Context: an optimization exercise on an open-source flow, tuned for small area, a short achievable clock period and few clock cycles per item. The choices shown serve that exercise and are no tape-out recipe. RTL that was checked went through simulation tests only; none was proved equivalent to the original. For runs 5 and 6, only the layout was checked, not whether the RTL still works. Power figures rest on the tool's default switching activity, not on a simulated workload.

==> design.v <==
package softreg_pkg;
	localparam int SR_ADDR_W = 32;
	localparam int SR_DATA_W = 32;
	localparam int SR_REQ_W = 1 + 1 + SR_ADDR_W + SR_DATA_W;
	localparam int NUM_APPS     = 4;
	localparam int REGS_PER_APP = 4;
	localparam int APP_SEL_LSB  = 4;
	localparam int APP_SEL_W    = $clog2(NUM_APPS);
	localparam int REG_IDX_LSB  = 2;
	localparam int REG_IDX_W    = $clog2(REGS_PER_APP);
	localparam int REQ_PIPE_STAGES  = 2;
	localparam int RESP_PIPE_STAGES = 2;
	localparam logic [1:0] AXI_RESP_OKAY = 2'b00;
	typedef enum logic {
		SR_OP_WRITE,
		SR_OP_READ
	} sr_op_t;
	typedef enum logic [2:0] {
		ST_IDLE,
		ST_ISSUE_WR,
		ST_WR_RESP,
		ST_ISSUE_RD,
		ST_WAIT_RD,
		ST_RD_RESP
	} bridge_state_t;
	typedef struct packed {
		logic                 valid;
		logic [SR_DATA_W-1:0] data;
	} sr_resp_t;
endpackage
`timescale 1ns/1ns
module stage_pipe #(
	parameter int WIDTH  = 1,
	parameter int STAGES = 2
) (
	input  logic             global_clk,
	input  logic             global_rst_n,
	input  logic [WIDTH-1:0] in_bus,
	output logic [WIDTH-1:0] out_bus
);
	logic [WIDTH-1:0] stage_q [STAGES];
	always_ff @(posedge global_clk) begin
		if (global_rst_n) begin
			for (int i = 0; i < STAGES; i++) begin
				stage_q[i] <= '0;
			end
		end else begin
			stage_q[0] <= in_bus;
			for (int i = 1; i < STAGES; i++) begin
				stage_q[i] <= stage_q[i-1];
			end
		end
	end
	assign out_bus = stage_q[STAGES-1];
endmodule
`timescale 1ns/1ns
import softreg_pkg::*;
module scratch_app #(
	parameter int APP_ID = 0
) (
	input  logic                                global_clk,
	input  logic                                global_rst_n,
	input  logic                                req_valid,
	input  softreg_pkg::sr_op_t                 req_op,
	input  logic [softreg_pkg::SR_ADDR_W-1:0]   req_addr,
	input  logic [softreg_pkg::SR_DATA_W-1:0]   req_data,
	output softreg_pkg::sr_resp_t               resp
);
	logic [SR_DATA_W-1:0] regs_q [REGS_PER_APP];
	logic [APP_SEL_W-1:0] app_sel;
	logic [REG_IDX_W-1:0] reg_idx;
	logic                 hit;
	assign app_sel = req_addr[APP_SEL_LSB +: APP_SEL_W];
	assign reg_idx = req_addr[REG_IDX_LSB +: REG_IDX_W];
	assign hit     = req_valid && (app_sel == APP_SEL_W'(APP_ID));
	always_ff @(posedge global_clk) begin
		if (global_rst_n) begin
			for (int i = 0; i < REGS_PER_APP; i++) begin
				regs_q[i] <= '0;
			end
			resp <= '0;
		end else begin
			if (hit && req_op == SR_OP_WRITE) begin
				regs_q[reg_idx] <= req_data;
			end
			if (hit && req_op == SR_OP_READ) begin
				resp.valid <= 1'b1;
				resp.data  <= regs_q[reg_idx];
			end else begin
				resp <= '0;
			end
		end
	end
endmodule
`timescale 1ns/1ns
import softreg_pkg::*;
module resp_or_tree (
	input  logic                                          global_clk,
	input  logic                                          global_rst_n,
	input  logic [softreg_pkg::NUM_APPS-1:0][softreg_pkg::SR_DATA_W:0] app_resp,
	output softreg_pkg::sr_resp_t                         merged
);
	logic [NUM_APPS-1:0][SR_DATA_W:0]   cap_q;
	logic [NUM_APPS/2-1:0][SR_DATA_W:0] pair_q;
	always_ff @(posedge global_clk) begin
		if (global_rst_n) begin
			for (int i = 0; i < NUM_APPS; i++) begin
				cap_q[i] <= '0;
			end
			for (int i = 0; i < NUM_APPS/2; i++) begin
				pair_q[i] <= '0;
			end
			merged <= '0;
		end else begin
			for (int i = 0; i < NUM_APPS; i++) begin
				cap_q[i] <= app_resp[i];
			end
			for (int i = 0; i < NUM_APPS/2; i++) begin
				pair_q[i] <= cap_q[2*i] | cap_q[2*i+1];
			end
			merged <= pair_q[0] | pair_q[1];
		end
	end
endmodule
`timescale 1ns/1ns
import softreg_pkg::*;
module axil_softreg_bridge (
	input  logic                              global_clk,
	input  logic                              global_rst_n,
	input  logic                              awvalid,
	input  logic [softreg_pkg::SR_ADDR_W-1:0] awaddr,
	output logic                              awready,
	input  logic                              wvalid,
	input  logic [softreg_pkg::SR_DATA_W-1:0] wdata,
	output logic                              wready,
	output logic                              bvalid,
	output logic [1:0]                        bresp,
	input  logic                              bready,
	input  logic                              arvalid,
	input  logic [softreg_pkg::SR_ADDR_W-1:0] araddr,
	output logic                              arready,
	output logic                              rvalid,
	output logic [softreg_pkg::SR_DATA_W-1:0] rdata,
	output logic [1:0]                        rresp,
	input  logic                              rready,
	output logic                              req_valid,
	output softreg_pkg::sr_op_t               req_op,
	output logic [softreg_pkg::SR_ADDR_W-1:0] req_addr,
	output logic [softreg_pkg::SR_DATA_W-1:0] req_data,
	input  softreg_pkg::sr_resp_t             resp
);
	softreg_pkg::bridge_state_t        state;
	softreg_pkg::bridge_state_t        state_nxt;
	logic                 wr_pending;
	logic                 wr_accept;
	logic                 rd_accept;
	logic [SR_ADDR_W-1:0] addr_q;
	logic [SR_DATA_W-1:0] data_q;
	logic [SR_DATA_W-1:0] rdata_q;
	assign wr_pending = awvalid && wvalid;
	assign awready = (state == ST_IDLE);
	assign wready  = (state == ST_IDLE);
	assign arready = (state == ST_IDLE) && !wr_pending;
	assign wr_accept = awready && wr_pending;
	assign rd_accept = arready && arvalid;
	assign bvalid = (state == ST_WR_RESP);
	assign bresp  = AXI_RESP_OKAY;
	assign rvalid = (state == ST_RD_RESP);
	assign rresp  = AXI_RESP_OKAY;
	assign rdata  = rdata_q;
	assign req_valid = (state == ST_ISSUE_WR) || (state == ST_ISSUE_RD);
	assign req_op    = (state == ST_ISSUE_RD) ? SR_OP_READ : SR_OP_WRITE;
	assign req_addr  = addr_q;
	assign req_data  = data_q;
	always_comb begin
		state_nxt = state;
		case (state)
			ST_IDLE: begin
				if (wr_accept) begin
					state_nxt = ST_ISSUE_WR;
				end else if (rd_accept) begin
					state_nxt = ST_ISSUE_RD;
				end
			end
			ST_ISSUE_WR: state_nxt = ST_WR_RESP;
			ST_WR_RESP: begin
				if (bready) begin
					state_nxt = ST_IDLE;
				end
			end
			ST_ISSUE_RD: state_nxt = ST_WAIT_RD;
			ST_WAIT_RD: begin
				if (resp.valid) begin
					state_nxt = ST_RD_RESP;
				end
			end
			ST_RD_RESP: begin
				if (rready) begin
					state_nxt = ST_IDLE;
				end
			end
			default: state_nxt = ST_IDLE;
		endcase
	end
	always_ff @(posedge global_clk) begin
		if (global_rst_n) begin
			state   <= ST_IDLE;
			rdata_q <= '0;
		end else begin
			state <= state_nxt;
			if (state == ST_WAIT_RD && resp.valid) begin
				rdata_q <= resp.data;
			end
		end
	end
	always_ff @(posedge global_clk) begin
		if (wr_accept) begin
			addr_q <= awaddr;
			data_q <= wdata;
		end else if (rd_accept) begin
			addr_q <= araddr;
		end
	end
endmodule
`timescale 1ns/1ns
import softreg_pkg::*;
module app_shell_top (
	input  logic                                global_clk,
	input  logic                                global_rst_n,
	input  logic                                awvalid,
	input  logic [softreg_pkg::SR_ADDR_W-1:0]   awaddr,
	output logic                                awready,
	input  logic                                wvalid,
	input  logic [softreg_pkg::SR_DATA_W-1:0]   wdata,
	input  logic [softreg_pkg::SR_DATA_W/8-1:0] wstrb,
	output logic                                wready,
	output logic                                bvalid,
	output logic [1:0]                          bresp,
	input  logic                                bready,
	input  logic                                arvalid,
	input  logic [softreg_pkg::SR_ADDR_W-1:0]   araddr,
	output logic                                arready,
	output logic                                rvalid,
	output logic [softreg_pkg::SR_DATA_W-1:0]   rdata,
	output logic [1:0]                          rresp,
	input  logic                                rready
);
	logic                 bridge_req_valid;
	softreg_pkg::sr_op_t               bridge_req_op;
	logic [SR_ADDR_W-1:0] bridge_req_addr;
	logic [SR_DATA_W-1:0] bridge_req_data;
	logic                 app_req_valid;
	softreg_pkg::sr_op_t               app_req_op;
	logic [SR_ADDR_W-1:0] app_req_addr;
	logic [SR_DATA_W-1:0] app_req_data;
	logic [SR_REQ_W-1:0] req_packed;
	logic [SR_REQ_W-1:0] req_piped;
	logic [NUM_APPS-1:0][SR_DATA_W:0] app_resp;
	softreg_pkg::sr_resp_t            merged_resp;
	softreg_pkg::sr_resp_t            bridge_resp;
	axil_softreg_bridge u_bridge (
		.global_clk   (global_clk),
		.global_rst_n (global_rst_n),
		.awvalid      (awvalid),
		.awaddr       (awaddr),
		.awready      (awready),
		.wvalid       (wvalid),
		.wdata        (wdata),
		.wready       (wready),
		.bvalid       (bvalid),
		.bresp        (bresp),
		.bready       (bready),
		.arvalid      (arvalid),
		.araddr       (araddr),
		.arready      (arready),
		.rvalid       (rvalid),
		.rdata        (rdata),
		.rresp        (rresp),
		.rready       (rready),
		.req_valid    (bridge_req_valid),
		.req_op       (bridge_req_op),
		.req_addr     (bridge_req_addr),
		.req_data     (bridge_req_data),
		.resp         (bridge_resp)
	);
	assign req_packed = {bridge_req_valid, bridge_req_op, bridge_req_addr, bridge_req_data};
	stage_pipe #(.WIDTH(SR_REQ_W), .STAGES(REQ_PIPE_STAGES)) u_req_pipe (
		.global_clk   (global_clk),
		.global_rst_n (global_rst_n),
		.in_bus       (req_packed),
		.out_bus      (req_piped)
	);
	assign app_req_valid = req_piped[SR_REQ_W-1];
	assign app_req_op    = softreg_pkg::sr_op_t'(req_piped[SR_REQ_W-2]);
	assign app_req_addr  = req_piped[SR_DATA_W +: SR_ADDR_W];
	assign app_req_data  = req_piped[SR_DATA_W-1:0];
	for (genvar i = 0; i < NUM_APPS; i++) begin : g_app
		scratch_app #(.APP_ID(i)) u_app (
			.global_clk   (global_clk),
			.global_rst_n (global_rst_n),
			.req_valid    (app_req_valid),
			.req_op       (app_req_op),
			.req_addr     (app_req_addr),
			.req_data     (app_req_data),
			.resp         (app_resp[i])
		);
	end
	resp_or_tree u_or_tree (
		.global_clk   (global_clk),
		.global_rst_n (global_rst_n),
		.app_resp     (app_resp),
		.merged       (merged_resp)
	);
	stage_pipe #(.WIDTH(SR_DATA_W + 1), .STAGES(RESP_PIPE_STAGES)) u_resp_pipe (
		.global_clk   (global_clk),
		.global_rst_n (global_rst_n),
		.in_bus       (merged_resp),
		.out_bus      (bridge_resp)
	);
endmodule
==> run.sh <==
#!/bin/bash
# synth_recipe.tcl (not shown) runs the flow's synth.tcl, then flattens the netlist and writes it again
# the make line also repeats each setting of config.mk as NAME=value (left out here)
make -C /OpenROAD-flow-scripts/flow DESIGN_CONFIG=/design/flow/config.mk WORK_HOME=/design/flow/orfs CLKGATE_MAP_FILE= SYNTH_SCRIPT=/design/flow/synth_recipe.tcl finish
==> config.mk <==
export PLATFORM = sky130hd
export DESIGN_NAME = app_shell_top
export DESIGN_NICKNAME = app_shell_top
export VERILOG_FILES = /design/flow/design.v
export SDC_FILE = /design/flow/constraint.sdc
export NUM_CORES = 4
export LEC_CHECK = 0
export CAP_MARGIN = 20
export CORE_MARGIN = 2
export CORE_UTILIZATION = 40
export SLEW_MARGIN = 20
==> constraint.sdc <==
create_clock -name core_clock -period 4.0 [get_ports {global_clk}]
set_input_delay 0.8000 -clock core_clock [delete_from_list [all_inputs] [get_ports {global_clk}]]
set_output_delay 0.8000 -clock core_clock [all_outputs]
set_load 0.01 [all_outputs]
==> results of run 1 <==
cells by family after synthesis:
kind of cell | after synthesis | share of synthesized area (%)
AO/OA/AOI/OAI | 55 | 0.882
flip-flops | 1088 | 72.0
other | 1 | 0.00990
buffers and inverters | 193 | 2.44
multiplexers | 133 | 7.75
AND/OR/NAND/NOR | 1313 | 16.9
synth_stat cells, types with 11 or more instances:
cell,instances,area share [%]
a21o_1,12,0.24
a21oi_1,34,0.45
and2_1,129,2.1
and3_1,130,2.1
buf_2,69,0.91
buf_6,11,0.33
clkbuf_1,88,0.87
dfxtp_1,540,29
edfxtp_1,548,43
mux4_2,128,7.6
nand2_1,168,1.7
nor2_1,584,5.8
nor2b_1,276,4.6
how the worst max path moves through the flow:
stage                                   start                                        end  slack (ns)  depth (start not counted)
6_report       u_bridge.state[0]$_SDFFE_PP0P_                                     wready        0.99                          3
4_1_cts        u_bridge.state[0]$_SDFFE_PP0P_                                     wready        0.94                          3
5_1_grt        u_bridge.state[0]$_SDFFE_PP0P_                                     wready        0.86                          3
3_3_place_gp                     global_rst_n  g_app[3].u_app.regs_q[0][3]$_SDFFCE_PN0P_        0.83                          6
3_5_place_dp                     global_rst_n  g_app[3].u_app.regs_q[1][3]$_SDFFCE_PN0P_        0.75                          6
2_1_floorplan                    global_rst_n  g_app[2].u_app.regs_q[0][0]$_SDFFCE_PN0P_        1.30                          4
sequential cells by signal, indices dropped and copies added (netlist names):
name,count
g_app.u_app.regs_q,512
g_app.u_app.resp,132
u_bridge.addr_q,4
u_bridge.data_q,32
u_bridge.rdata_q,32
u_bridge.state,3
u_or_tree.cap_q,132
u_or_tree.merged,33
u_or_tree.pair_q,66
u_req_pipe.stage_q,76
u_resp_pipe.stage_q,66
final cells by class:
cell class	instances	area, um^2	area share, %
Inverter	6	22.5	0.0514
Multi-Input combinational cell	1505	9740	22.2
Tap cell	1254	1570	3.58
Clock inverter	50	584	1.33
Clock buffer	154	3150	7.18
Sequential cell	1088	27300	62.2
Timing Repair Buffer	158	1470	3.36
per-layer routing:
layer	global-route usage [%]	up-vias
met3	3.30	172
met2	30.3	865
met4	6.00	0
met1	23.2	10237
li1	-	9664
met5	0	-
critical path, cell delays in order, from the launching register on:
cell	delay, ns
dfxtp_1	0.43
or3_4	0.45
inv_1	0.13
clkdlybuf4s50_1	0.55
where the power goes:
group | internal [mW] | switching (mW)
clock network | 6.25 | 4.18
registers | 12.0 | 0.212
logic | 0.528 | 0.821
per-stage QoR:
stage               std cells  hold slack [ns]  power (mW)  setup WS, ns  cell area, um^2
floorplan                2786            0.411        13.2          1.30            37900
global placement         4011            0.415        13.8         0.833            40100
detailed placement       4011            0.420        13.8         0.749            40100
CTS                      4215            0.419        24.3         0.943            43800
global route             4215            0.444        24.8         0.859            43800
finish                   4215            0.416        24.0         0.988            43800
placed cells by master, fill, tap and decap left out, types with 3 or more instances in the layout:
| master | netlist | routed |
|---|---|---|
| a21o_1 | 12 | 12 |
| a21oi_1 | 34 | 34 |
| a31o_2 | 4 | 4 |
| and2_1 | 129 | 129 |
| and3_1 | 130 | 130 |
| and3b_1 | 3 | 3 |
| buf_12 | 0 | 6 |
| buf_4 | 7 | 69 |
| bufinv_16 | 0 | 12 |
| clkbuf_1 | 88 | 26 |
| clkbuf_16 | 0 | 115 |
| clkbuf_8 | 0 | 12 |
| clkdlybuf4s50_1 | 0 | 82 |
| clkinv_1 | 0 | 8 |
| clkinv_2 | 0 | 20 |
| clkinvlp_4 | 0 | 3 |
| conb_1 | 1 | 4 |
| dfxtp_1 | 540 | 538 |
| edfxtp_1 | 548 | 548 |
| inv_1 | 5 | 5 |
| inv_4 | 0 | 3 |
| mux2_1 | 3 | 3 |
| mux4_2 | 128 | 128 |
| nand2_1 | 168 | 168 |
| nor2_1 | 584 | 584 |
| nor2_4 | 3 | 3 |
| nor2b_1 | 276 | 273 |
| nor2b_2 | 0 | 3 |
==> results.tsv, run 1 <==
metric	value	unit
met2 WL	42300	um
Worst Reg2Reg Path Length in Cells	5	
initial core utilization	40.5	%
peak supply drop	330	uV
Power Density	548	nW/um^2
post-DR wirelength/cell	20.7	um
die area	97200	um^2
TritonCTS clock tree	done	
Post-synth EDFFs	548	
Crit Path Max Fanout	13	
Critical Path Source Type	flip-flop	
# Post-CTS Setup Buffers	0	
Worst-path clk slew	0.06	ns
outcome	complete, no violations	
Ant. Diodes	0	
Fin. Hold Viols	0	
antenna-violating nets left	0	
fin. max-slew vios	0	
DR WL met3	6810	um
root buffer cell	clkbuf_16	
crit end category	output pin	
Top-Level Pins	148	
initial antenna violation count	6	
Highest Signal Layer	met4	
routed vias	20938	
Rel. slew slack	39.7	%
Tcrit/Tclk final	75.3	%
r2r setup slk	1.04	ns
Mapped Cells	2783	
number of global-route vias before repair	21262	
gr usage total	17.9	%
Hold/Removal Path Class	flip-flop to flip-flop	
Die X-Extent	312	um
Ys Warns	10	
IO Port Bufs	83	
worst hold path depth	1	
Rows	112	
Worst Skew	0.0252	ns
largest net degree at the start of global routing	102	
Clock Latency Late Sink	0.67	ns
Cell Area, Synth	37900	um^2
top_reg_cell synth	edfxtp_1	
nets@finish	2974	
FF-to-FF Start	u_req_pipe.stage_q[1][36]$_SDFF_PP0_	
area delta synth->final	15.7	%
Hold Buf Count CTS	0	
Fillers	8251	
Clock Tree Buf Depth	3	
DRC viols	0	
async set-or-reset flop fraction in the synthesized netlist	0	%
Seq/Total Area, Yosys	72.0	%
first-pass GRT wire length	131000	um
Routed Wire Length	87100	um
TNS Setup	0	ns
R2R Path End	g_app[1].u_app.regs_q[1][2]$_SDFFCE_PN0P_	
share of layout cells above drive strength 1	13.4	%
final setup fails	0	
Post-CTS Resized	0	
DRT Pass-1 Iters	6	
Vias/cell	4.97	
f_max	332	MHz
CORE AREA	93600	um^2
hold endpoint	u_or_tree.cap_q[20]$_SDFF_PP0_	
CTS sink count	1088	
synthesized flop and latch total	1088	
Final min period	3.01	ns
routability-driven placement congestion ratio	0.751	
CP Data Required Time	3.20	ns
RSZ-0062 raised after global routing	no	
CP Class	flip-flop to output pin	
routed length on met1	35200	um
DR iter-0 viols	1846	
dpl hpwl	52100	um
Hold Path Origin	g_app[0].u_app.resp[20]$_SDFF_PP0_	
remaining global-route overflow	0	
syn avg cell area	13.6	um^2
Die Y	312	um
CTS HTree Levels	3	
Pleak	15.8	nW
worst-margin pin slew	0.904	ns
number of max-cap violations	0	
synth unique cells	42	
post-layout util	46.8	%
Worst Path Arrival	2.21	ns
CTS Buf Count	108	
Testbench counts, summed over its fixed seeds: cycles 33,488, txns 4,800.
==> run 2: changes to the inputs <==
--- a/design.v
+++ b/design.v
@@ -247,74 +247,78 @@
 );
-	logic                 bridge_req_valid;
-	softreg_pkg::sr_op_t               bridge_req_op;
-	logic [SR_ADDR_W-1:0] bridge_req_addr;
-	logic [SR_DATA_W-1:0] bridge_req_data;
-	logic                 app_req_valid;
-	softreg_pkg::sr_op_t               app_req_op;
-	logic [SR_ADDR_W-1:0] app_req_addr;
-	logic [SR_DATA_W-1:0] app_req_data;
-	logic [SR_REQ_W-1:0] req_packed;
-	logic [SR_REQ_W-1:0] req_piped;
-	logic [NUM_APPS-1:0][SR_DATA_W:0] app_resp;
-	softreg_pkg::sr_resp_t            merged_resp;
-	softreg_pkg::sr_resp_t            bridge_resp;
-	axil_softreg_bridge u_bridge (
-		.global_clk   (global_clk),
-		.global_rst_n (global_rst_n),
-		.awvalid      (awvalid),
-		.awaddr       (awaddr),
-		.awready      (awready),
-		.wvalid       (wvalid),
-		.wdata        (wdata),
-		.wready       (wready),
-		.bvalid       (bvalid),
-		.bresp        (bresp),
-		.bready       (bready),
-		.arvalid      (arvalid),
-		.araddr       (araddr),
-		.arready      (arready),
-		.rvalid       (rvalid),
-		.rdata        (rdata),
-		.rresp        (rresp),
-		.rready       (rready),
-		.req_valid    (bridge_req_valid),
-		.req_op       (bridge_req_op),
-		.req_addr     (bridge_req_addr),
-		.req_data     (bridge_req_data),
-		.resp         (bridge_resp)
-	);
-	assign req_packed = {bridge_req_valid, bridge_req_op, bridge_req_addr, bridge_req_data};
-	stage_pipe #(.WIDTH(SR_REQ_W), .STAGES(REQ_PIPE_STAGES)) u_req_pipe (
-		.global_clk   (global_clk),
-		.global_rst_n (global_rst_n),
-		.in_bus       (req_packed),
-		.out_bus      (req_piped)
-	);
-	assign app_req_valid = req_piped[SR_REQ_W-1];
-	assign app_req_op    = softreg_pkg::sr_op_t'(req_piped[SR_REQ_W-2]);
-	assign app_req_addr  = req_piped[SR_DATA_W +: SR_ADDR_W];
-	assign app_req_data  = req_piped[SR_DATA_W-1:0];
-	for (genvar i = 0; i < NUM_APPS; i++) begin : g_app
-		scratch_app #(.APP_ID(i)) u_app (
-			.global_clk   (global_clk),
-			.global_rst_n (global_rst_n),
-			.req_valid    (app_req_valid),
-			.req_op       (app_req_op),
-			.req_addr     (app_req_addr),
-			.req_data     (app_req_data),
-			.resp         (app_resp[i])
-		);
+	localparam int NREGS = NUM_APPS * REGS_PER_APP;
+	localparam int IDX_W = APP_SEL_W + REG_IDX_W;
+	logic                 rst;
+	logic                 ready_q;
+	logic                 wr_acc;
+	logic                 rd_acc;
+	logic [IDX_W-1:0]     wr_idx;
+	logic [SR_DATA_W-1:0] regs_q [NREGS];
+	logic [SR_DATA_W-1:0] wr_data;
+	logic [NREGS-1:0]     wr_en;
+	logic                 b1_q;
+	logic                 b2_q;
+	logic                 b1_nxt;
+	logic                 b2_nxt;
+	logic                 rvalid_q;
+	logic [SR_DATA_W-1:0] rdata_q;
+	logic                 sk_v_q;
+	logic [IDX_W-1:0]     sk_idx_q;
+	logic                 sk_v_nxt;
+	logic                 r_free;
+	logic                 r_load;
+	logic [IDX_W-1:0]     rd_idx;
+	assign rst = global_rst_n;
+	assign awready = ready_q;
+	assign wready  = ready_q;
+	assign arready = ready_q;
+	assign bvalid  = b1_q;
+	assign bresp   = AXI_RESP_OKAY;
+	assign rvalid  = rvalid_q;
+	assign rdata   = rdata_q;
+	assign rresp   = AXI_RESP_OKAY;
+	assign wr_acc = ready_q && awvalid && wvalid;
+	assign rd_acc = ready_q && arvalid;
+	assign wr_idx = awaddr[REG_IDX_LSB +: IDX_W];
+	assign wr_data = rst ? '0 : wdata;
+	always_comb begin
+		for (int i = 0; i < NREGS; i++) begin
+			wr_en[i] = rst || (wr_acc && wr_idx == IDX_W'(i));
+		end
+	end
+	always_ff @(posedge global_clk) begin
+		for (int i = 0; i < NREGS; i++) begin
+			if (wr_en[i]) begin
+				regs_q[i] <= wr_data;
+			end
+		end
+	end
+	assign b1_nxt = wr_acc || b2_q || (b1_q && !bready);
+	assign b2_nxt = (b2_q || (b1_q && wr_acc)) && !bready;
+	assign r_free   = !rvalid_q || rready;
+	assign rd_idx   = sk_v_q ? sk_idx_q : araddr[REG_IDX_LSB +: IDX_W];
+	assign r_load   = (sk_v_q || rd_acc) && r_free;
+	assign sk_v_nxt = (sk_v_q || rd_acc) && !r_free;
+	always_ff @(posedge global_clk) begin
+		if (r_load) begin
+			rdata_q <= regs_q[rd_idx];
+		end
+		if (!sk_v_q) begin
+			sk_idx_q <= araddr[REG_IDX_LSB +: IDX_W];
+		end
+	end
+	always_ff @(posedge global_clk) begin
+		if (rst) begin
+			ready_q  <= 1'b1;
+			b1_q     <= 1'b0;
+			b2_q     <= 1'b0;
+			rvalid_q <= 1'b0;
+			sk_v_q   <= 1'b0;
+		end else begin
+			ready_q  <= !sk_v_nxt && !b2_nxt;
+			b1_q     <= b1_nxt;
+			b2_q     <= b2_nxt;
+			rvalid_q <= r_load || (rvalid_q && !rready);
+			sk_v_q   <= sk_v_nxt;
+		end
 	end
-	resp_or_tree u_or_tree (
-		.global_clk   (global_clk),
-		.global_rst_n (global_rst_n),
-		.app_resp     (app_resp),
-		.merged       (merged_resp)
-	);
-	stage_pipe #(.WIDTH(SR_DATA_W + 1), .STAGES(RESP_PIPE_STAGES)) u_resp_pipe (
-		.global_clk   (global_clk),
-		.global_rst_n (global_rst_n),
-		.in_bus       (merged_resp),
-		.out_bus      (bridge_resp)
-	);
 endmodule
--- a/config.mk
+++ b/config.mk
@@ -7,2 +7,3 @@
 export LEC_CHECK = 0
+export ABC_CLOCK_PERIOD_IN_PS = 2000
 export CAP_MARGIN = 20
@@ -10,2 +11,3 @@
 export CORE_UTILIZATION = 40
+export SETUP_SLACK_MARGIN = 2.0
 export SLEW_MARGIN = 20
==> run 2 against run 1 <==
Critical path depth up 5. Maximum frequency up 23%. Combinational power down 11%. Sequential share of layout area down 0.85 points. Clock-buffer cell count down 94. Non-clock buffer count up 58. Die area down 43%. Via count down 35%. Sequential power down 44%. Clock power down 53%. Clock skew up 0.0050 ns. Critical endpoint is now rdata_q[8]$_DFFE_PP_.
==> results.tsv, run 2 <==
metric	value	unit	change
final instance area	26900	um^2	was 43,800 um^2
synthesized flop and latch total	553		was 1,088
die area	55200	um^2	was 97,200 um^2
number of max-cap violations	0		unchanged
outcome	complete, no violations		unchanged
Post-synth EDFFs	544		was 548
CTS HTree Levels	2		was 3
CTS Buf Count	54		was 108
Clock Latency Late Sink	0.61	ns	was 0.67 ns
Mapped Cells	1348		was 2,783
Critical Path Slowest Stage Cell	dfxtp_4		was clkdlybuf4s50_1
Ys Warns	2		was 10
remaining global-route overflow	0		unchanged
Pleak	9.36	nW	was 15.8 nW
Synth area leader	edfxtp_1		unchanged
dpl hpwl	31500	um	was 52,100 um
Rows	84		was 112
most frequent cells in the layout	edfxtp_1 (544), nand2_1 (94), buf_4 (69)		was nor2_1 (584), edfxtp_1 (548), dfxtp_1 (538)
Die Y	235	um	was 312 um
commonest non-fill, non-tap cell in the layout	edfxtp_1		was nor2_1
first-pass GRT wire length	88700	um	was 131,000 um
post-DR wirelength/cell	27.1	um	was 20.7 um
Crit Path Max Fanout	13		unchanged
FF-to-FF Start	sk_v_q$_SDFF_PP0_		was u_req_pipe.stage_q[1][36]$_SDFF_PP0_
DP Area	23700	um^2	was 40,100 um^2
Vias/cell	6.01		was 4.97
IO Port Bufs	83		unchanged
share of layout cells above drive strength 1	26.0	%	was 13.4%
DR iter-0 viols	1704		was 1,846
largest registers	regs_q (512), rdata_q (32), sk_idx_q (4)		was g_app.u_app.regs_q (512), g_app.u_app.resp (132), u_or_tree.cap_q (132)
synth unique cells	54		was 42
final setup fails	0		unchanged
Cell Area, Synth	21300	um^2	was 37,900 um^2
syn avg cell area	15.8	um^2	was 13.6 um^2
worst path cell trace	buf_4 > mux2i_4 > clkinvlp_4 > buf_8 > and2_1 > a221oi_2 > o211ai_1 > o32a_1		was or3_4 > inv_1 > clkdlybuf4s50_1
Critical Path Max Stage Delay	0.43	ns	was 0.55 ns
Power Density	482	nW/um^2	was 548 nW/um^2
nets@finish	1627		was 2,974
final setup margin	1.55	ns	was 0.988 ns
Critical Path Source Type	flip-flop		unchanged
gr usage total	21.7	%	was 17.9%
fin cells	2253		was 4,215
fin. max-slew vios	0		unchanged
peak supply drop	289	uV	was 330 uV
Tcrit/Tclk final	61.3	%	was 75.3%
f_max	408	MHz	was 332 MHz
top cell type's share of synthesized area	76.5	%	was 43.4%
Final min period	2.45	ns	was 3.01 ns
RSZ-0062 raised after global routing	yes		was no
CP Class	flip-flop to flip-flop		was flip-flop to output pin
placed cells	2084		was 4,011
largest cells by area after synthesis	edfxtp_1 (77%), o21ai_0 (2.0%), a22o_1 (2.0%), a221o_1 (1.8%), nand2_1 (1.8%)		was edfxtp_1 (43%), dfxtp_1 (29%), mux4_2 (7.6%), nor2_1 (5.8%), nor2b_1 (4.6%)
Top-Level Pins	148		unchanged
count leader, synth	edfxtp_1		was nor2_1
Place WS	0.258	ns	was 0.749 ns
crit path from	sk_v_q$_SDFF_PP0_		was u_bridge.state[0]$_SDFFE_PP0P_
Worst Skew	0.0302	ns	was 0.0252 ns
Die X-Extent	235	um	was 312 um
Rel. slew slack	29.4	%	was 39.7%
DRC viols	0		unchanged
number of global-route vias before repair	13295		was 21,262
Hold/Removal Path Class	flip-flop to flip-flop		unchanged
async set-or-reset flop fraction in the synthesized netlist	0	%	unchanged
Routed Wire Length	61100	um	was 87,100 um
CTS sink count	553		was 1,088
top_reg_cell synth	edfxtp_1		unchanged
list of most frequent post-synthesis cells	edfxtp_1 (544), nand2_1 (104), o21ai_0 (87), clkbuf_1 (78), a22o_1 (49)		was nor2_1 (584), edfxtp_1 (548), dfxtp_1 (540), nor2b_1 (276), nand2_1 (168)
crit end category	flip-flop		was output pin
DRT Pass-1 Iters	5		was 6
Hold Buf Count CTS	0		unchanged
Worst-path clk slew	0.06	ns	about the same
max reg flops	512		unchanged
TritonCTS clock tree	done		unchanged
Worst Reg2Reg Path Length in Cells	8		was 5
largest net degree at the start of global routing	48		was 102
worst hold path depth	2		was 1
CP Data Required Time	4.33	ns	was 3.20 ns
Largest Register	regs_q		was g_app.u_app.regs_q
routed vias	13540		was 20,938
Seq/Total Area, Yosys	77.4	%	was 72.0%
initial antenna violation count	0		was 6
Worst Path Arrival	2.78	ns	was 2.21 ns
Hold Path Origin	b2_q$_SDFF_PP0_		was g_app[0].u_app.resp[20]$_SDFF_PP0_
initial core utilization	40.5	%	about the same
worst-margin pin slew	1.06	ns	was 0.904 ns
routability-driven placement congestion ratio	0.811		was 0.751
antenna-violating nets left	0		unchanged
Fin. Hold Viols	0		unchanged
Clock Tree Buf Depth	3		unchanged
CORE AREA	52700	um^2	was 93,600 um^2
TNS Setup	0	ns	unchanged
area delta synth->final	26.2	%	was 15.7%
root buffer cell	clkbuf_16		unchanged
==> run 2: cell count changes in the layout (fill, tap and decap cells not counted), moves of 74 or more <==
cell	previous run	this run
and2_1	129	10
and3_1	130	5
dfxtp_1	538	1
mux4_2	128	0
nand2_1	168	94
nor2_1	584	31
nor2b_1	273	22
==> run 2: cell type report <==
type / instances / area (um^2)
Sequential cell: 553 / 16500
Fill cell: 4256 / 25700
Clock inverter: 40 / 300
Clock buffer: 60 / 1400
Antenna cell: 1 / 2.50
Tap cell: 688 / 861
Timing Repair Buffer: 216 / 2270
Multi-Input combinational cell: 685 / 5520
Inverter: 10 / 45.0
==> run 2: where the power goes <==
part           leakage (nW)  internal, mW  switching [mW]
registers              5.68          6.78           0.107
clock network         0.844          2.76            2.13
logic                  2.83         0.439           0.758
==> run 2: cell families (layout without fill, tap and decap cells) <==
family                 count (synthesis)  count (layout)  synth area share (%)
AND/OR/NAND/NOR                      255             255                  5.68
buffers and inverters                115             326                  2.36
other                                  1               5                0.0176
flip-flops                           553             553                  77.4
multiplexers                           5               5                 0.240
AO/OA/AOI/OAI                        419             421                  14.3
==> run 2: critical path, delay by kind of cell, from the launching register on <==
family / cells / cell delay (ns)
flops: 1 / 0.43
buf+inv: 3 / 0.59
compound gates: 3 / 0.72
mux: 1 / 0.25
simple gates: 1 / 0.18
==> run 2: what timing repair did <==
action	4_1_cts	5_1_grt
buffers inserted	48	4
cloned	11	4
endpoints found under the setup margin	728	426
gates resized for setup	306	67
pin swaps	42	33
==> run 2: path summary, 6_finish.rpt <==
path | endpoint | slack (ns)
min reg2reg | b1_q$_SDFF_PP0_ | 0.53
max reg2reg | rdata_q[8]$_DFFE_PP_ | 1.55
max | rdata_q[8]$_DFFE_PP_ | 1.55
min | b1_q$_SDFF_PP0_ | 0.53
==> run 2: layer usage <==
metal | global-route usage (%) | part of all wire [%] | vias up
met5 | 0 | 0 | -
met4 | 6.69 | 2.6 | 0
met3 | 3.56 | 9.0 | 110
met2 | 34.3 | 47 | 693
met1 | 30.8 | 41 | 6892
li1 | - | - | 5845
==> run 2: stage by stage <==
step	util [%]	power [mW]	hold slack (ns)
4_1_cts	50.5	13.0	0.538
2_1_floorplan	-	7.54	0.490
5_1_grt	51.1	13.4	0.571
6_report	51.1	13.0	0.534
3_5_place_dp	45.0	8.04	0.533
3_3_place_gp	45.0	8.01	0.503
Testbench counts of run 2, summed over its fixed seeds: cycles 4,808, txns 4,800.
==> run 3: changes to the inputs <==
--- a/config.mk
+++ b/config.mk
@@ -7,3 +7,3 @@
 export LEC_CHECK = 0
-export ABC_CLOCK_PERIOD_IN_PS = 2000
+export ABC_CLOCK_PERIOD_IN_PS = 2400
 export CAP_MARGIN = 20
@@ -11,3 +11,3 @@
 export CORE_UTILIZATION = 40
-export SETUP_SLACK_MARGIN = 2.0
+export SETUP_SLACK_MARGIN = 1.6
 export SLEW_MARGIN = 20
==> run 3 against run 2 <==
Still clean on timing, DRC and antenna. Area after synthesis stayed put. Via count is 2.3% lower. Flip-flop and latch count stayed put. Largest cell class unchanged.
==> results.tsv, run 3 <==
metric	value	unit	change
Clock Latency Late Sink	0.60	ns	was 0.61 ns
Routed Wire Length	58700	um	was 61,100 um
Die X-Extent	235	um	unchanged
Die Y	235	um	unchanged
Ant. Diodes	0		was 1
TritonCTS clock tree	done		unchanged
async set-or-reset flop fraction in the synthesized netlist	0	%	unchanged
syn avg cell area	15.8	um^2	unchanged
DRC viols	0		unchanged
Hold/Removal Path Class	flip-flop to flip-flop		unchanged
area delta synth->final	23.6	%	was 26.2%
most frequent cells in the layout	edfxtp_1 (544), nand2_1 (95), o21ai_0 (78)		was edfxtp_1 (544), nand2_1 (94), buf_4 (69)
Ys Warns	2		unchanged
fin. max-slew vios	0		unchanged
Seq/Total Area, Yosys	77.4	%	unchanged
Critical Path Max Stage Delay	0.45	ns	was 0.43 ns
post-DR wirelength/cell	26.3	um	was 27.1 um
die area	55200	um^2	unchanged
Final min period	2.36	ns	was 2.45 ns
number of max-cap violations	0		unchanged
worst-margin pin slew	1.15	ns	was 1.06 ns
root buffer cell	clkbuf_16		unchanged
max reg flops	512		unchanged
final hold slack	0.536	ns	was 0.534 ns
Cell Area, Synth	21300	um^2	unchanged
Largest Register	regs_q		unchanged
gr usage total	20.5	%	was 21.7%
Critical Path Source Type	flip-flop		unchanged
largest registers	regs_q (512), rdata_q (32), sk_idx_q (4)		unchanged
Critical Path Slowest Stage Cell	dfxtp_4		unchanged
Power Density	495	nW/um^2	was 482 nW/um^2
Hold Buf Count CTS	0		unchanged
Worst Skew	0.0110	ns	was 0.0302 ns
final setup margin	1.64	ns	was 1.55 ns
outcome	complete, no violations		unchanged
Crit Path Max Fanout	8		was 13
Synth area leader	edfxtp_1		unchanged
initial antenna violation count	1		was 0
Pleak	9.06	nW	was 9.36 nW
final setup fails	0		unchanged
DR iter-0 viols	1495		was 1,704
Tcrit/Tclk final	59.0	%	was 61.3%
routability-driven placement congestion ratio	0.821		was 0.811
nets@finish	1612		was 1,627
synth unique cells	54		unchanged
count leader, synth	edfxtp_1		unchanged
list of most frequent post-synthesis cells	edfxtp_1 (544), nand2_1 (104), o21ai_0 (87), clkbuf_1 (78), a22o_1 (49)		unchanged
routed vias	13233		was 13,540
largest cells by area after synthesis	edfxtp_1 (77%), o21ai_0 (2.0%), a22o_1 (2.0%), a221o_1 (1.8%), nand2_1 (1.8%)		unchanged
remaining global-route overflow	0		unchanged
worst path bufs/invs	3		unchanged
Worst Path Arrival	2.71	ns	was 2.78 ns
CP Class	flip-flop to flip-flop		unchanged
synthesized flop and latch total	553		unchanged
Worst-path clk slew	0.06	ns	about the same
Post-synth EDFFs	544		unchanged
first-pass GRT wire length	84500	um	was 88,700 um
top_reg_cell synth	edfxtp_1		unchanged
delay-heaviest family, CP	compound AO/OA/AOI/OAI gates		unchanged
initial core utilization	40.5	%	unchanged
commonest non-fill, non-tap cell in the layout	edfxtp_1		unchanged
number of global-route vias before repair	13101		was 13,295
IO Port Bufs	83		unchanged
CTS sink count	553		unchanged
antenna-violating nets left	0		unchanged
Top-Level Pins	148		unchanged
dpl hpwl	33100	um	was 31,500 um
crit end category	flip-flop		unchanged
Rows	84		unchanged
most frequent CP cell	buf_6		
Vias/cell	5.92		was 6.01
CTS HTree Levels	2		unchanged
Rel. slew slack	23.5	%	was 29.4%
top cell type's share of synthesized area	76.5	%	unchanged
peak supply drop	308	uV	was 289 uV
Clock Tree Buf Depth	3		unchanged
share of layout cells above drive strength 1	19.7	%	was 26.0%
DRT Pass-1 Iters	5		unchanged
f_max	424	MHz	was 408 MHz
CORE AREA	52700	um^2	unchanged
CP Data Required Time	4.35	ns	was 4.33 ns
TNS Setup	0	ns	unchanged
Place WS	0.116	ns	was 0.258 ns
Mapped Cells	1348		unchanged
RSZ-0062 raised after global routing	yes		unchanged
largest net degree at the start of global routing	38		was 48
Fin. Hold Viols	0		unchanged
CTS Buf Count	53		was 54
worst path cell trace	buf_6 > nor3b_4 > buf_6 > or2_4 > buf_12 > a222oi_1 > o22ai_1 > o32a_1		was buf_4 > mux2i_4 > clkinvlp_4 > buf_8 > and2_1 > a221oi_2 > o211ai_1 > o32a_1
run 3: metrics by stage:
step	instance area, um^2	util [%]	instances	power [mW]
2_1_floorplan	21600	-	1351	7.51
3_3_place_gp	23700	45.0	2098	8.01
3_5_place_dp	23700	45.0	2098	8.04
4_1_cts	25900	49.2	2214	13.1
5_1_grt	26400	50.1	2235	13.4
6_report	26400	50.1	2235	13.1
run 3: path summary, 6_finish.rpt:
check	to	slack, ns	from	cells after the start
worst max-delay path	rdata_q[31]$_DFFE_PP_	1.64	sk_v_q$_SDFF_PP0_	8
worst min-delay path	b2_q$_SDFF_PP0_	0.54	b2_q$_SDFF_PP0_	2
worst max register to register	rdata_q[31]$_DFFE_PP_	1.64	sk_v_q$_SDFF_PP0_	8
worst min register to register	b2_q$_SDFF_PP0_	0.54	b2_q$_SDFF_PP0_	2
run 3: timing repair:
item,in CTS,in global routing
pin swaps,7,15
gates cloned,3,4
endpoints found under the setup margin,108,119
setup buffers,16,17
resized for setup,91,46
run 3: cells by family (layout without fill, tap and decap cells):
kind of cell / count (synthesis) / in the layout / synth area share [%]
AOI/OAI and AO/OA: 419 / 419 / 14.3
other: 1 / 4 / 0.0176
DFF: 553 / 553 / 77.4
and+or+nand+nor: 255 / 255 / 5.68
buffers and inverters: 115 / 311 / 2.36
muxes: 5 / 5 / 0.240
run 3: layout make-up:
| type | instances | area (um^2) |
|---|---|---|
| Clock inverter | 18 | 195 |
| Inverter | 10 | 41.3 |
| Tap cell | 688 | 861 |
| Clock buffer | 79 | 1560 |
| Multi-Input combinational cell | 683 | 5060 |
| Timing Repair Buffer | 204 | 2140 |
| Sequential cell | 553 | 16500 |
| Fill cell | 4290 | 26300 |
run 3: tightest hold or removal path, stage by stage (launching register included):
cell and delay, ns:
dfxtp_1 0.31, a21oi_1 0.11, nor3_1 0.06
run 3: layer usage:
metal	vias up	global-route usage, %	part of all wire, %
met5	-	0	0.022
met4	2	7.61	3.0
met3	114	3.04	7.8
met2	599	32.9	48
met1	6738	28.3	42
li1	5780	-	-
run 3: where the power goes:
group / internal (mW) / switching (mW) / total, mW
combinational: 0.440 / 0.712 / 1.15
clock: 2.94 / 2.08 / 5.02
sequential: 6.79 / 0.106 / 6.89
==> run 4: changes to the inputs <==
--- a/config.mk
+++ b/config.mk
@@ -7,3 +7,2 @@
 export LEC_CHECK = 0
-export ABC_CLOCK_PERIOD_IN_PS = 2400
 export CAP_MARGIN = 20
@@ -11,3 +10,2 @@
 export CORE_UTILIZATION = 40
-export SETUP_SLACK_MARGIN = 1.6
 export SLEW_MARGIN = 20
==> run 4 against run 3 <==
Highest routed layer is now met4. Largest cell class unchanged. Critical path type unchanged. Sequential share of layout area grew 2.6 points. Critical endpoint is now rdata_q[29]$_DFFE_PP_. Combinational power down 12%. Still clean on timing, DRC and antenna. Maximum frequency fell by 29%. Area after synthesis stayed put. Die area is the same. Routed wire length fell by 3.3%. Hold slack got worse by 0.0017 ns.
==> results.tsv, run 4 <==
metric	value	unit	change
first-pass GRT wire length	83400	um	was 84,500 um
# Post-CTS Setup Buffers	0		was 16
Critical Path Source Type	flip-flop		unchanged
delay-heaviest family, CP	compound AO/OA/AOI/OAI gates		unchanged
top_reg_cell synth	edfxtp_1		unchanged
syn avg cell area	15.8	um^2	unchanged
initial antenna violation count	0		was 1
top cell type's share of synthesized area	76.5	%	unchanged
peak supply drop	267	uV	was 308 uV
switch share	22.2	%	about the same
async set-or-reset flop fraction in the synthesized netlist	0	%	unchanged
count leader, synth	edfxtp_1		unchanged
number of max-cap violations	0		unchanged
Hold Buf Count CTS	0		unchanged
Crit Path Max Fanout	48		was 8
CTS Buf Count	55		was 53
Synth area leader	edfxtp_1		unchanged
f_max	303	MHz	was 424 MHz
placed cells	2102		was 2,098
Seq/Total Area, Yosys	77.4	%	unchanged
max reg flops	512		unchanged
routed vias	12977		was 13,233
CTS sink count	553		unchanged
Worst Path Arrival	3.58	ns	was 2.71 ns
TNS Setup	0	ns	unchanged
net switching power	2.89	mW	was 2.90 mW
Vias/cell	5.90		was 5.92
synth unique cells	54		unchanged
RSZ-0062 raised after global routing	no		was yes
Power Density	514	nW/um^2	was 495 nW/um^2
remaining global-route overflow	0		unchanged
fin cells	2200		was 2,235
Int Pwr	10.1	mW	was 10.2 mW
gr usage total	20.2	%	was 20.5%
clock group share of total power	39.3	%	was 38.4%
CTS HTree Levels	2		unchanged
Tcrit/Tclk final	82.5	%	was 59.0%
fin. max-slew vios	0		unchanged
share of layout cells above drive strength 1	13.2	%	was 19.7%
Final min period	3.30	ns	was 2.36 ns
Clock Tree Buf Depth	3		unchanged
list of most frequent post-synthesis cells	edfxtp_1 (544), nand2_1 (104), o21ai_0 (87), clkbuf_1 (78), a22o_1 (49)		unchanged
Top-Level Pins	148		unchanged
crit end category	flip-flop		unchanged
DRC viols	0		unchanged
root buffer cell	clkbuf_16		unchanged
CP Data Required Time	4.28	ns	was 4.35 ns
CP Class	flip-flop to flip-flop		unchanged
Rows	84		unchanged
largest cells by area after synthesis	edfxtp_1 (77%), o21ai_0 (2.0%), a22o_1 (2.0%), a221o_1 (1.8%), nand2_1 (1.8%)		unchanged
Die X-Extent	235	um	unchanged
Critical Path Slowest Stage Cell	dfxtp_1		was dfxtp_4
synthesized flop and latch total	553		unchanged
Clock Latency Late Sink	0.60	ns	about the same
Routed Wire Length	56700	um	was 58,700 um
most frequent cells in the layout	edfxtp_1 (544), nand2_1 (98), clkdlybuf4s50_1 (82)		was edfxtp_1 (544), nand2_1 (95), o21ai_0 (78)
outcome	complete, no violations		unchanged
largest net degree at the start of global routing	49		was 38
final setup fails	0		unchanged
initial core utilization	40.5	%	unchanged
post-DR wirelength/cell	25.8	um	was 26.3 um
worst-margin pin slew	1.10	ns	was 1.15 ns
IO Port Bufs	83		unchanged
nets@finish	1578		was 1,612
Ys Warns	2		unchanged
number of global-route vias before repair	12942		was 13,101
largest registers	regs_q (512), rdata_q (32), sk_idx_q (4)		unchanged
commonest non-fill, non-tap cell in the layout	edfxtp_1		unchanged
Cell Area, Synth	21300	um^2	unchanged
Post-CTS Resized	0		was 91
die area	55200	um^2	unchanged
Worst Skew	0.00746	ns	was 0.0110 ns
DRT Pass-1 Iters	5		unchanged
Die Y	235	um	unchanged
Mapped Cells	1348		unchanged
Worst-path clk slew	0.06	ns	about the same
Critical Path Max Stage Delay	0.87	ns	was 0.45 ns
DR iter-0 viols	1493		was 1,495
TritonCTS clock tree	done		unchanged
Hold/Removal Path Class	flip-flop to flip-flop		unchanged
Ant. Diodes	0		unchanged
Fin. Hold Viols	0		unchanged
Largest Register	regs_q		unchanged
routability-driven placement congestion ratio	0.833		was 0.821
Post-synth EDFFs	544		unchanged
CORE AREA	52700	um^2	unchanged
worst path bufs/invs	1		was 3
Pleak	8.64	nW	was 9.06 nW
Rel. slew slack	26.5	%	was 23.5%
antenna-violating nets left	0		unchanged
area delta synth->final	18.5	%	was 23.6%
worst path cell trace	mux2i_4 > buf_4 > nor2_1 > a221o_1 > a221oi_1 > a31oi_1		was buf_6 > nor3b_4 > buf_6 > or2_4 > buf_12 > a222oi_1 > o22ai_1 > o32a_1
sequential share of power	53.0	%	was 52.8%
Gate power share	7.8	%	was 8.8%
dpl hpwl	33200	um	was 33,100 um
## run 4: cell count changes in the layout (fill, tap and decap cells not counted), sizes merged
| cell | before | now |
|---|---|---|
| clkbuf | 83 | 67 |
| dlygate4sd2 | 1 | 0 |
| bufinv | 4 | 6 |
| clkdlybuf4s50 | 77 | 82 |
| clkdlybuf4s15 | 1 | 0 |
| bufbuf | 2 | 0 |
| buf | 119 | 86 |
| clkinv | 11 | 21 |
| inv | 10 | 11 |
## run 4: layer usage
metal	part of all wire [%]	vias to the layer above	track usage, %	routed length [um]
li1	-	5699	-	-
met1	43	6592	28.4	24200
met2	47	598	32.2	26800
met3	7.8	88	3.29	4410
met4	2.3	0	6.16	1310
met5	0	-	0	0
## run 4: power groups by stage
stage	Sequential, mW	Combinational, mW	Clock (mW)
after global placement	6.99	0.994	0
after global routing	6.91	1.08	5.41
after CTS	6.89	1.01	5.19
final	6.88	1.01	5.10
after detailed placement	7.01	1.01	0
after floorplan	7.00	0.487	0
## run 4: worst paths after layout
check                                  startpoint               endpoint  slack [ns]  cells after the start
worst max-delay path            sk_v_q$_SDFF_PP0_  rdata_q[29]$_DFFE_PP_        0.70                      6
worst min-delay path              b2_q$_SDFF_PP0_        b1_q$_SDFF_PP0_        0.53                      2
worst max register to register  sk_v_q$_SDFF_PP0_  rdata_q[29]$_DFFE_PP_        0.70                      6
worst min register to register    b2_q$_SDFF_PP0_        b1_q$_SDFF_PP0_        0.53                      2
## run 4: metrics by stage
stage	power [mW]	cell area [um^2]	utilization, %	setup slack, ns	hold slack (ns)
2_1_floorplan	7.49	21400	-	0.0174	0.490
3_3_place_gp	7.98	23500	44.7	0.309	0.507
3_5_place_dp	8.02	23500	44.7	0.306	0.518
4_1_cts	13.1	25300	48.0	0.751	0.533
5_1_grt	13.4	25300	48.1	0.612	0.558
6_report	13.0	25300	48.1	0.699	0.534
## run 4: cell families (layout without fill, tap and decap cells)
group,after synthesis,count (layout),share of synthesized area [%]
AO/OA/AOI/OAI,419,419,14.3
other,1,4,0.0176
flip-flops,553,553,77.4
AND/OR/NAND/NOR,255,255,5.68
multiplexers,5,5,0.240
buffers and inverters,115,276,2.36
## run 4: area by class of cell
cell class	instances	area, um^2
Clock buffer	67	1460
Clock inverter	31	303
Fill cell	4404	27400
Inverter	10	37.5
Multi-Input combinational cell	683	4560
Sequential cell	553	16500
Tap cell	688	861
Timing Repair Buffer	168	1560
## run 4: worst register-to-register path: stages (launching register included)
cell and delay [ns]:
dfxtp_1 0.87, mux2i_4 0.36, buf_4 0.55, nor2_1 0.25, a221o_1 0.40, a221oi_1 0.29, a31oi_1 0.27
==> run 5: changes to the inputs <==
--- a/design.v
+++ b/design.v
@@ -264,3 +264,3 @@
 	logic                 sk_v_q;
-	logic [IDX_W-1:0]     sk_idx_q;
+	logic [NREGS-1:0]     sk_sel_q;
 	logic                 sk_v_nxt;
@@ -268,3 +268,5 @@
 	logic                 r_load;
-	logic [IDX_W-1:0]     rd_idx;
+	logic [IDX_W-1:0]     ar_idx;
+	logic [NREGS-1:0]     rd_sel;
+	logic [SR_DATA_W-1:0] rd_mux;
 	assign rst = global_rst_n;
@@ -297,11 +299,15 @@
 	assign r_free   = !rvalid_q || rready;
-	assign rd_idx   = sk_v_q ? sk_idx_q : araddr[REG_IDX_LSB +: IDX_W];
+	assign ar_idx   = araddr[REG_IDX_LSB +: IDX_W];
 	assign r_load   = (sk_v_q || rd_acc) && r_free;
 	assign sk_v_nxt = (sk_v_q || rd_acc) && !r_free;
-	always_ff @(posedge global_clk) begin
-		if (r_load) begin
-			rdata_q <= regs_q[rd_idx];
+	always_comb begin
+		rd_mux = '0;
+		for (int i = 0; i < NREGS; i++) begin
+			rd_sel[i] = sk_sel_q[i] || (ready_q && ar_idx == IDX_W'(i));
+			rd_mux    = rd_mux | (regs_q[i] & {SR_DATA_W{rd_sel[i]}});
 		end
-		if (!sk_v_q) begin
-			sk_idx_q <= araddr[REG_IDX_LSB +: IDX_W];
+	end
+	always_ff @(posedge global_clk) begin
+		if (r_free) begin
+			rdata_q <= rd_mux;
 		end
@@ -315,2 +321,3 @@
 			sk_v_q   <= 1'b0;
+			sk_sel_q <= '0;
 		end else begin
@@ -321,2 +328,3 @@
 			sk_v_q   <= sk_v_nxt;
+			sk_sel_q <= sk_v_nxt ? rd_sel : '0;
 		end
--- a/config.mk
+++ b/config.mk
@@ -7,2 +7,3 @@
 export LEC_CHECK = 0
+export ABC_CLOCK_PERIOD_IN_PS = 2000
 export CAP_MARGIN = 20
@@ -10,2 +11,3 @@
 export CORE_UTILIZATION = 40
+export SETUP_SLACK_MARGIN = 2.0
 export SLEW_MARGIN = 20
==> run 5 against run 4 <==
Combinational power increased by 15%. Global-route usage grew 9.5 points. Routed wire length grew 66%. Critical path type unchanged. Critical endpoint is now rdata_q[20]$_DFFE_PP_. Largest cell class unchanged. Largest power group unchanged.
==> results.tsv, run 5 <==
metric	value	unit	change
post-layout util	52.3	%	was 48.1%
peak supply drop	328	uV	was 267 uV
Tcrit/Tclk final	59.1	%	was 82.5%
max reg flops	512		unchanged
TritonCTS clock tree	done		unchanged
Power Density	455	nW/um^2	was 514 nW/um^2
Gate power share	8.5	%	was 7.8%
Cell Area, Synth	23300	um^2	was 21,300 um^2
Rows	88		was 84
multi-input logic area	7340	um^2	was 4560 um^2
count leader, synth	edfxtp_1		unchanged
gr usage total	29.6	%	was 20.2%
Final min period	2.36	ns	was 3.30 ns
clock group share of total power	39.7	%	was 39.3%
CP Data Required Time	4.22	ns	was 4.28 ns
CORE AREA	57700	um^2	was 52,700 um^2
Seq/Total Area, Yosys	71.8	%	was 77.4%
Hold/Removal Path Class	flip-flop to flip-flop		unchanged
DRC viols	0		unchanged
async set-or-reset flop fraction in the synthesized netlist	0	%	unchanged
routed vias	17536		was 12,977
Fillers	4619		was 4,404
worst-margin pin slew	1.12	ns	was 1.10 ns
Crit Path Max Fanout	17		was 48
Synth area leader	edfxtp_1		unchanged
Register Area	16800	um^2	was 16,500 um^2
share of layout cells above drive strength 1	30.1	%	was 13.2%
Vias/cell	7.04		was 5.90
top cell type's share of synthesized area	70.0	%	was 76.5%
die area	60300	um^2	was 55,200 um^2
DR iter-0 viols	3209		was 1,493
largest registers	regs_q (512), rdata_q (32), sk_sel_q (16)		was regs_q (512), rdata_q (32), sk_idx_q (4)
first-pass GRT wire length	124000	um	was 83,400 um
CP Class	flip-flop to flip-flop		unchanged
number of global-route vias before repair	16583		was 12,942
Rel. slew slack	25.4	%	was 26.5%
switch share	23.5	%	was 22.2%
DRT Pass-1 Iters	8		was 5
nets@finish	1786		was 1,578
remaining global-route overflow	0		unchanged
post-DR wirelength/cell	37.9	um	was 25.8 um
Clock Tree Buf Depth	3		unchanged
Worst Reg2Reg Path Length in Cells	9		was 6
synthesized flop and latch total	565		was 553
area delta synth->final	29.2	%	was 18.5%
list of most frequent post-synthesis cells	edfxtp_1 (544), a22oi_1 (196), a221oi_1 (156), a22o_1 (156), clkbuf_1 (100)		was edfxtp_1 (544), nand2_1 (104), o21ai_0 (87), clkbuf_1 (78), a22o_1 (49)
synth unique cells	35		was 54
CTS HTree Levels	2		unchanged
dpl hpwl	41000	um	was 33,200 um
Worst Skew	0.0167	ns	was 0.00746 ns
final setup fails	0		unchanged
CTS sink count	565		was 553
outcome	complete, no violations		unchanged
Pleak	10.2	nW	was 8.64 nW
Largest Register	regs_q		unchanged
Mapped Cells	1483		was 1,348
routability-driven placement congestion ratio	0.841		was 0.833
Hold Buf Count CTS	0		unchanged
Critical Path Source Type	flip-flop		unchanged
worst hold path depth	2		unchanged
sequential share of power	51.9	%	was 53.0%
final setup margin	1.64	ns	was 0.699 ns
IO Port Bufs	83		unchanged
Die Y	246	um	was 235 um
Post-synth EDFFs	544		unchanged
largest net degree at the start of global routing	37		was 49
final hold slack	0.516	ns	was 0.534 ns
initial core utilization	40.4	%	was 40.5%
f_max	423	MHz	was 303 MHz
CTS Buf Count	57		was 55
top_reg_cell synth	edfxtp_1		unchanged
Clock Latency Late Sink	0.62	ns	was 0.60 ns
Worst Path Arrival	2.58	ns	was 3.58 ns
number of max-cap violations	0		unchanged
total power	13.7	mW	was 13.0 mW
Int Pwr	10.5	mW	was 10.1 mW
crit end category	flip-flop		unchanged
Top-Level Pins	148		unchanged
root buffer cell	clkbuf_16		unchanged
TNS Setup	0	ns	unchanged
Fin. Hold Viols	0		unchanged
most frequent cells in the layout	edfxtp_1 (544), a22o_1 (156), a221oi_1 (155)		was edfxtp_1 (544), nand2_1 (98), clkdlybuf4s50_1 (82)
Worst-path clk slew	0.06	ns	about the same
Ys Warns	2		unchanged
Routed Wire Length	94300	um	was 56,700 um
Die X-Extent	246	um	was 235 um
largest cells by area after synthesis	edfxtp_1 (70%), a22oi_1 (6.3%), a221oi_1 (5.9%), a22o_1 (5.9%), dfxtp_1 (1.8%)		was edfxtp_1 (77%), o21ai_0 (2.0%), a22o_1 (2.0%), a221o_1 (1.8%), nand2_1 (1.8%)
net switching power	3.22	mW	was 2.89 mW
RSZ-0062 raised after global routing	yes		was no
antenna-violating nets left	0		unchanged
syn avg cell area	15.7	um^2	was 15.8 um^2
Place WS	0.511	ns	was 0.306 ns
initial antenna violation count	1		was 0
fin. max-slew vios	0		unchanged
commonest non-fill, non-tap cell in the layout	edfxtp_1		unchanged
## run 5: cell count changes in the layout (fill, tap and decap cells not counted), sizes merged, moves of 40 or more
cell,change
nand2,-68
a221oi,+129
a22oi,+173
nand4,+64
clkdlybuf4s50,-47
buf,+117
o21ai,-81
a31oi,-40
a22o,+107
## run 5: timing repair
| item | 4_1_cts | 5_1_grt |
|---|---|---|
| pin swaps | 84 | 39 |
| setup buffers | 58 | 27 |
| resized for setup | 363 | 67 |
| cloned | 31 | 10 |
| endpoints found under the setup margin | 596 | 548 |
## run 5: worst paths after layout
path                                    startpoint                    end  slack [ns]
worst min register to register   sk_v_q$_SDFF_PP0_    rvalid_q$_SDFF_PP0_        0.52
worst min-delay path             sk_v_q$_SDFF_PP0_    rvalid_q$_SDFF_PP0_        0.52
worst max-delay path            ready_q$_SDFF_PP1_  rdata_q[20]$_DFFE_PP_        1.64
worst max register to register  ready_q$_SDFF_PP1_  rdata_q[20]$_DFFE_PP_        1.64
## run 5: final cells by class
cell class,instances,share of cell area (%)
sequential,565,55.8
clock buffer,69,4.98
tap,765,3.18
antenna,1,0.00830
multi-input combinational,802,24.3
timing repair buffer,250,10.5
inverter,3,0.0498
clock inverter,35,1.23
## run 5: power by group through the flow
stage	Sequential, mW	Combinational (mW)	Clock, mW
final	7.12	1.16	5.44
after global routing	7.14	1.18	5.67
after CTS	7.10	1.05	5.44
after detailed placement	7.22	0.906	0
after global placement	7.21	0.899	0
after floorplan	7.19	0.415	0
## run 5: critical path: stages, from the launching register on
cell and delay (ns):
dfxtp_4 0.37, buf_6 0.14, buf_6 0.11, buf_4 0.13, nand3_4 0.10, buf_4 0.16
nor3_4 0.04, buf_6 0.21, a22oi_1 0.31, nand4_1 0.41
## run 5: logic make-up after synthesis
group / synth area share [%]
compound gates: 18.5
buf+inv: 2.46
flops: 71.8
mux: 1.58
other cells: 0.0161
simple gates: 5.61
## run 5: stage by stage
| stage | instance area, um^2 | instances |
|---|---|---|
| 6_report | 30100 | 2490 |
| 5_1_grt | 30100 | 2489 |
| 4_1_cts | 29400 | 2452 |
| 3_5_place_dp | 25600 | 2259 |
| 3_3_place_gp | 25600 | 2259 |
| 2_1_floorplan | 23800 | 1486 |
## run 5: per-layer routing
metal | up-vias | part of all wire, % | global-route usage (%) | routed length, um
met4 | 0 | 5.7 | 15.4 | 5370
met1 | 8668 | 35 | 38.7 | 33500
met2 | 1650 | 44 | 44.3 | 41200
li1 | 6821 | - | - | -
met5 | - | 0 | 0 | 0
met3 | 397 | 15 | 9.28 | 14300
==> run 6: changes to the inputs <==
--- a/config.mk
+++ b/config.mk
@@ -7,3 +7,3 @@
 export LEC_CHECK = 0
-export ABC_CLOCK_PERIOD_IN_PS = 2000
+export ABC_CLOCK_PERIOD_IN_PS = 1700
 export CAP_MARGIN = 20
@@ -11,3 +11,3 @@
 export CORE_UTILIZATION = 40
-export SETUP_SLACK_MARGIN = 2.0
+export SETUP_SLACK_MARGIN = 2.3
 export SLEW_MARGIN = 20
==> run 6 against run 5 <==
Largest power group unchanged. Critical endpoint is now arready. Die area unchanged. Final cell count up 2.3%. Sequential share of layout area down 2.9 points. Power up 2.6%. First-iteration DRC count up 7.0%. Still clean. Worst setup slack better by 0.20 ns. Synthesized cell count unchanged. Combinational power up 16%.
==> results.tsv, run 6 <==
metric	value	unit	change
outcome	complete, no violations		unchanged
Cell Area, Synth	23300	um^2	unchanged
TritonCTS clock tree	done		unchanged
die area	60300	um^2	unchanged
final setup margin	1.84	ns	was 1.64 ns
Die X-Extent	246	um	unchanged
Hold/Removal Path Class	flip-flop to flip-flop		unchanged
Pleak	10.9	nW	was 10.2 nW
Post-synth EDFFs	544		unchanged
Mapped Cells	1483		unchanged
sequential share of power	50.6	%	was 51.9%
Ys Warns	2		unchanged
synthesized flop and latch total	565		unchanged
Int Pwr	10.7	mW	was 10.5 mW
final setup fails	0		unchanged
largest net degree at the start of global routing	34		was 37
count leader, synth	edfxtp_1		unchanged
max reg flops	512		unchanged
Fin. Hold Viols	0		unchanged
antenna-violating nets left	0		unchanged
initial antenna violation count	1		unchanged
CORE AREA	57700	um^2	unchanged
DRT Pass-1 Iters	6		was 8
Rel. slew slack	49.8	%	was 25.4%
IO Port Bufs	83		unchanged
Hold Buf Count CTS	0		unchanged
worst hold path depth	2		unchanged
Power Density	442	nW/um^2	was 455 nW/um^2
total power	14.1	mW	was 13.7 mW
Tcrit/Tclk final	54.1	%	was 59.1%
worst path bufs/invs	3		was 5
DRC viols	0		unchanged
crit end category	output pin		was flip-flop
CP Data Required Time	3.20	ns	was 4.22 ns
fin. max-slew vios	0		unchanged
async set-or-reset flop fraction in the synthesized netlist	0	%	unchanged
R2R Path End	rdata_q[19]$_DFFE_PP_		was rdata_q[20]$_DFFE_PP_
Hold Path Origin	b2_q$_SDFF_PP0_		was sk_v_q$_SDFF_PP0_
Seq/Total Area, Yosys	71.8	%	unchanged
routed vias	18173		was 17,536
Largest Register	regs_q		unchanged
largest cells by area after synthesis	edfxtp_1 (70%), a22oi_1 (6.3%), a221oi_1 (5.9%), a22o_1 (5.9%), dfxtp_1 (1.8%)		unchanged
Die Y	246	um	unchanged
gr usage total	31.5	%	was 29.6%
DR iter-0 viols	3434		was 3,209
FF-to-FF Start	ready_q$_SDFF_PP1_		unchanged
Worst Skew	0.0175	ns	was 0.0167 ns
RSZ-0062 raised after global routing	yes		unchanged
remaining global-route overflow	0		unchanged
Critical Path Source Type	flip-flop		unchanged
Gate power share	9.6	%	was 8.5%
CTS Buf Count	58		was 57
dpl hpwl	41000	um	about the same
CTS sink count	565		unchanged
r2r setup slk	1.85	ns	was 1.64 ns
Final min period	2.16	ns	was 2.36 ns
worst path cell trace	buf_12 > buf_8 > buf_6		was buf_6 > buf_6 > buf_4 > nand3_4 > buf_4 > nor3_4 > buf_6 > a22oi_1 > nand4_1
routability-driven placement congestion ratio	0.854		was 0.841
clock group share of total power	39.8	%	was 39.7%
area delta synth->final	36.4	%	was 29.2%
Fillers	4466		was 4,619
Clock Latency Late Sink	0.63	ns	was 0.62 ns
number of max-cap violations	0		unchanged
worst-margin pin slew	0.753	ns	was 1.12 ns
most frequent cells in the layout	edfxtp_1 (544), a22o_1 (156), a22oi_1 (129)		was edfxtp_1 (544), a22o_1 (156), a221oi_1 (155)
largest registers	regs_q (512), rdata_q (32), sk_sel_q (16)		unchanged
hold endpoint	b1_q$_SDFF_PP0_		was rvalid_q$_SDFF_PP0_
Rows	88		unchanged
root buffer cell	clkbuf_16		unchanged
list of most frequent post-synthesis cells	edfxtp_1 (544), a22oi_1 (196), a221oi_1 (156), a22o_1 (156), clkbuf_1 (100)		unchanged
CTS HTree Levels	2		unchanged
top cell type's share of synthesized area	70.0	%	unchanged
Worst Path Arrival	1.36	ns	was 2.58 ns
CP Class	flip-flop to output pin		was flip-flop to flip-flop
delay-heaviest family, CP	buffers and inverters		unchanged
Synth area leader	edfxtp_1		unchanged
Worst Reg2Reg Path Length in Cells	11		was 9
switch share	23.9	%	was 23.5%
Worst-path clk slew	0.06	ns	about the same
Place WS	0.577	ns	was 0.511 ns
commonest non-fill, non-tap cell in the layout	edfxtp_1		unchanged
Vias/cell	7.13		was 7.04
peak supply drop	345	uV	was 328 uV
Critical Path Slowest Stage Cell	dfxtp_4		was nand4_1
Crit Path Max Fanout	5		was 17
Top-Level Pins	148		unchanged
Routed Wire Length	97600	um	was 94,300 um
first-pass GRT wire length	132000	um	was 124,000 um
top_reg_cell synth	edfxtp_1		unchanged
Critical Path Max Stage Delay	0.36	ns	was 0.41 ns
number of global-route vias before repair	17518		was 16,583
f_max	462	MHz	was 423 MHz
Clock Tree Buf Depth	3		unchanged
nets@finish	1840		was 1,786
post-DR wirelength/cell	38.3	um	was 37.9 um
initial core utilization	40.4	%	unchanged
net switching power	3.36	mW	was 3.22 mW
syn avg cell area	15.7	um^2	unchanged
share of layout cells above drive strength 1	34.5	%	was 30.1%
synth unique cells	35		unchanged
TNS Setup	0	ns	unchanged
## run 6: cell counts after synthesis
Identical to the previous run, type by type.
## run 6: logic make-up (layout without fill, tap and decap cells)
| group | count (synthesis) | after routing | synth area share, % |
|---|---|---|---|
| compound gates | 530 | 531 | 18.5 |
| buf+inv | 136 | 410 | 2.46 |
| flops | 565 | 565 | 71.8 |
| mux | 33 | 33 | 1.58 |
| other cells | 1 | 5 | 0.0161 |
| simple gates | 218 | 239 | 5.61 |
## run 6: repair_timing
item                       CTS  global route
setup buffers              105            22
pin swaps                   90            65
setup endpoints to repair  791           774
gates resized for setup    467            68
cloned                      56             3
## run 6: power groups by stage
| stage | sequential (mW) | combinational, mW | clock (mW) |
|---|---|---|---|
| floorplan | 7.19 | 0.437 | 0 |
| global placement | 7.21 | 0.899 | 0 |
| detailed placement | 7.23 | 0.910 | 0 |
| CTS | 7.10 | 1.25 | 5.60 |
| global route | 7.15 | 1.37 | 5.85 |
| finish | 7.12 | 1.35 | 5.61 |
## run 6: tightest hold or removal path: stages, from the launching register on
cell,delay [ns]
dfxtp_1,0.33
a21oi_1,0.04
a21oi_1,0.12
## run 6: per-layer routing
metal  GRT usage (%)  vias up  wire length, um
met5               0        -                0
met4            18.8        0             6270
met3            9.75      419            15100
met2            45.9     1803            42200
met1            41.3     8981            34100
li1                -     6970                -
## run 6: area by class of cell
type,instances,area [um^2],share of cell area (%)
antenna,1,2.50,0.00786
clock buffer,65,1500,4.71
clock inverter,44,442,1.39
inverter,3,15.0,0.0472
multi-input combinational,807,7780,24.5
sequential,565,16800,52.8
tap,765,957,3.01
timing repair buffer,298,4320,13.6
## run 6: per-stage QoR
stage	utilization, %	hold slack, ns	cells	cell area, um^2
after floorplan	-	0.476	1486	24100
after global placement	44.5	0.496	2251	25700
after detailed placement	44.6	0.519	2252	25700
after CTS	54.0	0.523	2522	31200
after global routing	55.2	0.606	2547	31800
final	55.2	0.529	2548	31800
## run 6: how the worst max path moves through the flow
stage | startpoint | endpoint | depth (start not counted) | slack (ns)
final | ready_q$_SDFF_PP1_ | arready | 3 | 1.84
after detailed placement | araddr[3] | rdata_q[30]$_DFFE_PP_ | 7 | 0.58
after CTS | ready_q$_SDFF_PP1_ | arready | 2 | 1.88
after global routing | ready_q$_SDFF_PP1_ | arready | 3 | 1.82
after floorplan | wvalid | regs_q[3][0]$_DFFE_PP_ | 3 | 1.53
after global placement | awaddr[5] | regs_q[7][25]$_DFFE_PP_ | 4 | 0.58

Setup slack of run 6, layout unchanged: 1.837 ns with ideal ports, 1.781 ns with driving cells assumed (clock clkbuf_16, inputs buf_2), 1.277 ns with port delays also shifted by the 0.678 ns mid clock arrival.
